Background: an optimization exercise with open tools, aiming at small area and a short achievable clock period. Do not read the settings as production practice.
Where RTL was checked, it was by simulation tests only, not by an equivalence proof against the original.
Power figures rest on the tool's default switching activity, not on a simulated workload.

==> module wb_regfile_andor, before the edit <==
module wb_regfile_andor #(
    parameter int N = 32
) (
    input  logic [N-1:0] d,
    input  logic [N-1:0] s,
    output logic         y
);
    logic [3:0]  h;
    logic [1:0]  k;
    for (genvar j = 0; j < 4; j++) begin : g_or8
        wb_regfile_andor8 u_or8 (.d(d[8*j +: 8]), .s(s[8*j +: 8]), .y(h[j]));
    end
    for (genvar j = 0; j < 2; j++) begin : g_nor
        wb_regfile_nor #(.W(2)) u_nor (.a(h[2*j +: 2]), .y(k[j]));
    end
    wb_regfile_nand #(.W(2)) u_out (.a(k), .y(y));
endmodule
==> module wb_regfile_andor8, before the edit <==
module wb_regfile_andor8 (
    input  logic [7:0] d,
    input  logic [7:0] s,
    output logic       y
);
    assign y = |(d & s);
endmodule
export LEC_CHECK = 0
export CAP_MARGIN = 20
export CORE_MARGIN = 2
export CORE_UTILIZATION = 45
export CTS_BUF_LIST = sky130_fd_sc_hd__clkbuf_8
export PLACE_DENSITY = 0.62
export SETUP_SLACK_MARGIN = 3.7
export SLEW_MARGIN = 20
export SYNTH_HIERARCHICAL = 1
create_clock -name core_clock -period 10.0 [get_ports {clk}]
standard.sh (not shown) runs the stock make flow with config.mk's settings and CLKGATE_MAP_FILE= SYNTH_SCRIPT=/design/flow/synth_recipe.tcl, a recipe that flattens the netlist after the stock synthesis.
==> flow/flow/run.sh <==
#!/bin/bash
# The standard layout (the standard.sh: ORFS synthesis through finish), with
# plain buf_2 cells as the port buffers and a clock tree of larger sink clusters
# without dummy loads. Each tool's output goes to standard.log.
set -euo pipefail
bash standard.sh \
  "BUFFER_PORTS_ARGS=-buffer_cell sky130_fd_sc_hd__buf_2" \
  "CTS_ARGS=-sink_clustering_enable -repair_clock_nets -buf_list sky130_fd_sc_hd__clkbuf_8 -sink_clustering_size 12 -sink_clustering_max_diameter 50 -dont_use_dummy_load" \
  finish > standard.log 2>&1
The baseline completed with no timing, DRC or antenna violations.
Edit:
--- a/flow/design.v
+++ b/flow/design.v
@@ -100,28 +100,27 @@
     parameter int N = 32
 ) (
     input  logic [N-1:0] d,
     input  logic [N-1:0] s,
     output logic         y
 );
+    logic [10:0] g;
     logic [3:0]  h;
     logic [1:0]  k;
-    for (genvar j = 0; j < 4; j++) begin : g_or8
-        wb_regfile_andor8 u_or8 (.d(d[8*j +: 8]), .s(s[8*j +: 8]), .y(h[j]));
+    for (genvar j = 0; j < 10; j++) begin : g_aoi
+        wb_regfile_aoi #(.W(3)) u_aoi (.d(d[3*j +: 3]), .s(s[3*j +: 3]), .y(g[j]));
     end
+    wb_regfile_aoi #(.W(2)) u_aoi_last (.d(d[31:30]), .s(s[31:30]), .y(g[10]));
+    for (genvar j = 0; j < 3; j++) begin : g_nand
+        wb_regfile_nand #(.W(3)) u_nand (.a(g[3*j +: 3]), .y(h[j]));
+    end
+    wb_regfile_nand #(.W(2)) u_nand_last (.a(g[10:9]), .y(h[3]));
     for (genvar j = 0; j < 2; j++) begin : g_nor
         wb_regfile_nor #(.W(2)) u_nor (.a(h[2*j +: 2]), .y(k[j]));
     end
     wb_regfile_nand #(.W(2)) u_out (.a(k), .y(y));
-endmodule
-module wb_regfile_andor8 (
-    input  logic [7:0] d,
-    input  logic [7:0] s,
-    output logic       y
-);
-    assign y = |(d & s);
 endmodule
 module wb_regfile_hit (
     input  logic [4:0] a,
     input  logic [4:0] rd,
     input  logic       nrw,
     input  logic       rd_nz,
Worst setup slack gets worse by 0.025 ns.
Design area shrinks by 1.1%.
Clock skew grows by 0.021 ns.
Cell count shrinks by 7.2%.
Global-route usage shrinks by 1.8 points.
Clock power barely changes.
Clock-buffer cell count grows by 2.
Register-to-register slack gets worse by 0.07 ns.
Fmax shrinks by 0.39%.
Synthesized cell count shrinks by 10%.
Die area shrinks by 1.9%.
Routed wire length shrinks by 6.0%.

* * *

Another version of the RTL of wb_regfile (not shown whole).
Size in the first run: about 44000 um^2 of cells after synthesis.
Design wb_regfile, start of the top module:
module wb_regfile #(
    parameter int XLEN = 32,
    parameter int NREG = 32
) (
    input  logic                    clk,
    input  logic                    rst,
    input  logic [3:0]              wb_in_wb,
    input  logic [XLEN-1:0]         wb_in_data_in,
    input  logic [XLEN-1:0]         wb_in_alu_result,
    input  logic [$clog2(NREG)-1:0] wb_in_rd_addr,
    input  logic [$clog2(NREG)-1:0] rs1_addr,
    input  logic [$clog2(NREG)-1:0] rs2_addr,
    output logic [XLEN-1:0]         rs1_data,
    output logic [XLEN-1:0]         rs2_data,
    output logic                    fwd_en,
    output logic [$clog2(NREG)-1:0] fwd_addr,
    output logic [XLEN-1:0]         fwd_data,
    output logic [$clog2(NREG)-1:0] last_wr_addr,
    output logic [XLEN-1:0]         last_wr_data,
    output logic [31:0]             retired
);
    localparam int AW = $clog2(NREG);
    logic reg_write;
    logic mem_to_reg;
    logic valid;
    logic we;
    logic [XLEN-1:0] wdata;
    logic [XLEN-1:0] wdata_r;      
    logic [NREG-1:1] wen;          
    logic [NREG-1:1] ld;           
    logic [NREG-1:1] nld;          
  ...
==> module wb_regfile, before the edit <==
module wb_regfile #(
    parameter int XLEN = 32,
    parameter int NREG = 32
) (
    input  logic                    clk,
    input  logic                    rst,
    input  logic [3:0]              wb_in_wb,
    input  logic [XLEN-1:0]         wb_in_data_in,
    input  logic [XLEN-1:0]         wb_in_alu_result,
    input  logic [$clog2(NREG)-1:0] wb_in_rd_addr,
    input  logic [$clog2(NREG)-1:0] rs1_addr,
    input  logic [$clog2(NREG)-1:0] rs2_addr,
    output logic [XLEN-1:0]         rs1_data,
    output logic [XLEN-1:0]         rs2_data,
    output logic                    fwd_en,
    output logic [$clog2(NREG)-1:0] fwd_addr,
    output logic [XLEN-1:0]         fwd_data,
    output logic [$clog2(NREG)-1:0] last_wr_addr,
    output logic [XLEN-1:0]         last_wr_data,
    output logic [31:0]             retired
);
    localparam int AW = $clog2(NREG);
    logic reg_write;
    logic mem_to_reg;
    logic valid;
    logic we;
    logic [XLEN-1:0] wdata;
    logic [XLEN-1:0] wdata_r;      
    logic [NREG-1:1] wen;          
    logic [NREG-1:1] ld;           
    logic [NREG-1:1] nld;          
    logic [NREG-1:1] sel1, sel2;   
    logic            hit1, hit2;   
    logic [XLEN*NREG-1:XLEN] regs_q;
    logic [AW-1:0]   last_wr_addr_q;
    logic [XLEN-1:0] last_wr_data_q;
    logic [31:0]     retired_q;
    assign reg_write  = wb_in_wb[0];
    assign mem_to_reg = wb_in_wb[1];
    assign valid      = wb_in_wb[2];
    assign wdata   = mem_to_reg ? wb_in_data_in : wb_in_alu_result;
    assign wdata_r = wdata & {XLEN{rst}};
    assign we      = reg_write & (wb_in_rd_addr != '0) & rst;
    assign fwd_en   = we;
    assign fwd_addr = wb_in_rd_addr;
    assign fwd_data = wdata;
    logic       rd_nz;
    logic [1:0] rd_z;
    logic       nrw;           
    wb_regfile_nor  #(.W(3)) u_rdz0 (.a(wb_in_rd_addr[2:0]), .y(rd_z[0]));
    wb_regfile_nor  #(.W(2)) u_rdz1 (.a(wb_in_rd_addr[4:3]), .y(rd_z[1]));
    wb_regfile_nand #(.W(2)) u_rdnz (.a(rd_z), .y(rd_nz));
    assign nrw = ~(reg_write & rst);
    wb_regfile_hit u_hit1 (.a(rs1_addr), .rd(wb_in_rd_addr), .nrw(nrw), .rd_nz(rd_nz), .hit(hit1));
    wb_regfile_hit u_hit2 (.a(rs2_addr), .rd(wb_in_rd_addr), .nrw(nrw), .rd_nz(rd_nz), .hit(hit2));
    logic       nwe;           
    logic [3:0] nw_lo, n1_lo, n2_lo;
    logic [7:0] nw_hi, n1_hi, n2_hi;
    assign nwe = ~(reg_write & rst);
    wb_regfile_predec u_dec_w (.a(wb_in_rd_addr), .n_lo(nw_lo), .n_hi(nw_hi));
    wb_regfile_predec u_dec_1 (.a(rs1_addr),      .n_lo(n1_lo), .n_hi(n1_hi));
    wb_regfile_predec u_dec_2 (.a(rs2_addr),      .n_lo(n2_lo), .n_hi(n2_hi));
    for (genvar i = 1; i < NREG; i++) begin : g_reg
        wb_regfile_nor #(.W(3)) u_wen  (.a({nw_lo[i%4], nw_hi[i/4], nwe}),    .y(wen[i]));
        wb_regfile_nor #(.W(3)) u_sel1 (.a({n1_lo[i%4], n1_hi[i/4], wen[i]}), .y(sel1[i]));
        wb_regfile_nor #(.W(3)) u_sel2 (.a({n2_lo[i%4], n2_hi[i/4], wen[i]}), .y(sel2[i]));
        assign ld[i]  = wen[i] | ~rst;
        assign nld[i] = ~ld[i];
        logic [XLEN-1:0] d;
        for (genvar b = 0; b < XLEN; b++) begin : g_bit
            wb_regfile_ao22 u_hold (.a1(ld[i]), .a2(wdata_r[b]), .b1(nld[i]), .b2(regs_q[XLEN*i + b]), .y(d[b]));
        end
        always_ff @(posedge clk) begin
            regs_q[XLEN*i +: XLEN] <= d;
        end
    end
    for (genvar b = 0; b < XLEN; b++) begin : g_rd
        logic [NREG-1:0] col;
        assign col[0] = wdata[b];
        for (genvar i = 1; i < NREG; i++) begin : g_col
            assign col[i] = regs_q[XLEN*i + b];
        end
        wb_regfile_andor #(.N(NREG)) u_rd1 (.d(col), .s({sel1, hit1}), .y(rs1_data[b]));
        wb_regfile_andor #(.N(NREG)) u_rd2 (.d(col), .s({sel2, hit2}), .y(rs2_data[b]));
    end
    always_ff @(posedge clk) begin
        if (!rst) begin
            last_wr_addr_q <= '0;
            last_wr_data_q <= '0;
            retired_q      <= '0;
        end else begin
            if (we) begin
                last_wr_addr_q <= wb_in_rd_addr;
                last_wr_data_q <= wdata;
            end
            if (valid) begin
                retired_q <= retired_q + 32'd1;
            end
        end
    end
    assign last_wr_addr = last_wr_addr_q;
    assign last_wr_data = last_wr_data_q;
    assign retired      = retired_q;
endmodule
==> module wb_regfile_ao22, before the edit <==
module wb_regfile_ao22 (
    input  logic a1,
    input  logic a2,
    input  logic b1,
    input  logic b2,
    output logic y
);
    assign y = (a1 & a2) | (b1 & b2);
endmodule
==> module wb_regfile_predec, before the edit <==
module wb_regfile_predec (
    input  logic [4:0] a,
    output logic [3:0] n_lo,
    output logic [7:0] n_hi
);
    logic [4:0] na;
    for (genvar b = 0; b < 5; b++) begin : g_inv
        wb_regfile_nand #(.W(1)) u_inv (.a(a[b]), .y(na[b]));
    end
    for (genvar j = 0; j < 4; j++) begin : g_lo
        wb_regfile_nand #(.W(2)) u_lo (
            .a({j[1] ? a[1] : na[1], j[0] ? a[0] : na[0]}), .y(n_lo[j]));
    end
    for (genvar k = 0; k < 8; k++) begin : g_hi
        wb_regfile_nand #(.W(3)) u_hi (
            .a({k[2] ? a[4] : na[4], k[1] ? a[3] : na[3], k[0] ? a[2] : na[2]}), .y(n_hi[k]));
    end
endmodule
clock: 10.0 ns
lec_check: 0
cap_margin: 20
core_margin: 2
core_utilization: 45
cts_buf_list: sky130_fd_sc_hd__clkbuf_8
place_density: 0.62
setup_slack_margin: 4.5
slew_margin: 20
synth_hierarchical: 1
==> flow/flow/run.sh <==
#!/bin/bash
# The standard layout (the standard.sh: ORFS synthesis through finish), with
# plain buf_1 cells as the port buffers and a clock tree of larger sink clusters
# without dummy loads. Each tool's output goes to standard.log.
set -euo pipefail
bash standard.sh \
  "BUFFER_PORTS_ARGS=-buffer_cell sky130_fd_sc_hd__buf_1" \
  "CTS_ARGS=-sink_clustering_enable -repair_clock_nets -buf_list sky130_fd_sc_hd__clkbuf_8 -sink_clustering_size 16 -sink_clustering_max_diameter 50 -dont_use_dummy_load" \
  finish > standard.log 2>&1
Change:
--- a/flow/design.v
+++ b/flow/design.v
@@ -26,11 +26,10 @@
     logic we;
     logic [XLEN-1:0] wdata;
     logic [XLEN-1:0] wdata_r;      
     logic [NREG-1:1] wen;          
     logic [NREG-1:1] ld;           
-    logic [NREG-1:1] nld;          
     logic [NREG-1:1] sel1, sel2;   
     logic            hit1, hit2;   
     logic [XLEN*NREG-1:XLEN] regs_q;
     logic [AW-1:0]   last_wr_addr_q;
     logic [XLEN-1:0] last_wr_data_q;
@@ -62,18 +61,13 @@
     wb_regfile_predec u_dec_2 (.a(rs2_addr),      .n_lo(n2_lo), .n_hi(n2_hi));
     for (genvar i = 1; i < NREG; i++) begin : g_reg
         wb_regfile_nor #(.W(3)) u_wen  (.a({nw_lo[i%4], nw_hi[i/4], nwe}),    .y(wen[i]));
         wb_regfile_nor #(.W(3)) u_sel1 (.a({n1_lo[i%4], n1_hi[i/4], wen[i]}), .y(sel1[i]));
         wb_regfile_nor #(.W(3)) u_sel2 (.a({n2_lo[i%4], n2_hi[i/4], wen[i]}), .y(sel2[i]));
-        assign ld[i]  = wen[i] | ~rst;
-        assign nld[i] = ~ld[i];
-        logic [XLEN-1:0] d;
-        for (genvar b = 0; b < XLEN; b++) begin : g_bit
-            wb_regfile_ao22 u_hold (.a1(ld[i]), .a2(wdata_r[b]), .b1(nld[i]), .b2(regs_q[XLEN*i + b]), .y(d[b]));
-        end
+        assign ld[i] = wen[i] | ~rst;
         always_ff @(posedge clk) begin
-            regs_q[XLEN*i +: XLEN] <= d;
+            if (ld[i]) regs_q[XLEN*i +: XLEN] <= wdata_r;
         end
     end
     for (genvar b = 0; b < XLEN; b++) begin : g_rd
         logic [NREG-1:0] col;
         assign col[0] = wdata[b];
@@ -140,19 +134,10 @@
     end
     wb_regfile_nor #(.W(3)) u_t0 (.a(x[2:0]), .y(t[0]));
     wb_regfile_nor #(.W(3)) u_t1 (.a({x[4:3], nrw}), .y(t[1]));
     wb_regfile_and #(.W(3)) u_hit (.a({t, rd_nz}), .y(hit));
 endmodule
-module wb_regfile_ao22 (
-    input  logic a1,
-    input  logic a2,
-    input  logic b1,
-    input  logic b2,
-    output logic y
-);
-    assign y = (a1 & a2) | (b1 & b2);
-endmodule
 module wb_regfile_xor (
     input  logic a,
     input  logic b,
     output logic y
 );
@@ -169,21 +154,15 @@
 module wb_regfile_predec (
     input  logic [4:0] a,
     output logic [3:0] n_lo,
     output logic [7:0] n_hi
 );
-    logic [4:0] na;
-    for (genvar b = 0; b < 5; b++) begin : g_inv
-        wb_regfile_nand #(.W(1)) u_inv (.a(a[b]), .y(na[b]));
-    end
     for (genvar j = 0; j < 4; j++) begin : g_lo
-        wb_regfile_nand #(.W(2)) u_lo (
-            .a({j[1] ? a[1] : na[1], j[0] ? a[0] : na[0]}), .y(n_lo[j]));
+        assign n_lo[j] = ~(a[1:0] == 2'(j));
     end
     for (genvar k = 0; k < 8; k++) begin : g_hi
-        wb_regfile_nand #(.W(3)) u_hi (
-            .a({k[2] ? a[4] : na[4], k[1] ? a[3] : na[3], k[0] ? a[2] : na[2]}), .y(n_hi[k]));
+        assign n_hi[k] = ~(a[4:2] == 3'(k));
     end
 endmodule
 module wb_regfile_aoi #(
     parameter int W = 2
 ) (
Power decreases by about 0.7%.
Sequential power increases by 11%.
Final cell count decreases by 19%.
Wire length decreases by about 22%.
Setup slack gets better by 0.049 ns.
Global-route usage decreases by 9.5 points.
Clock-buffer cell count decreases by 11.
Synthesized cell count decreases by 25%.
No functional check of the RTL was part of any run of this note.

==> re-timing with driven ports <==
The flow's constraints put no driver on any port. The routed layouts listed below were extracted and timed again, unchanged, in two steps. Step 1 assumes that a clkbuf_16 drives the clock port and a buf_2 every other input. Step 2 times the ports against the registers' clock, not the clock port: input delays grow and output delays shrink by t, the midpoint of the rising clock arrivals with the driver on. Three values: ideal, step 1, step 2; two values: the first two.
run	t (ns)	setup slack, ns	worst data-port slew with drivers (ns)	pins driven straight from the clock port
the first run of note 1	0.807	3.674 / 3.560 / 3.560	0.27	1
the second run of note 1	0.796	3.649 / 3.435 / 3.435	0.32	1
the first run of note 2	0.865	3.687 / 3.534 / 3.534	0.24	1
the second run of note 2	0.818	3.735 / 3.562 / 3.562	0.26	1
After both steps every run listed still meets setup and hold. For the second run of note 1, which loses most, drivers alone change the setup slack by -0.214 ns; drivers and shift together by -0.214 ns.
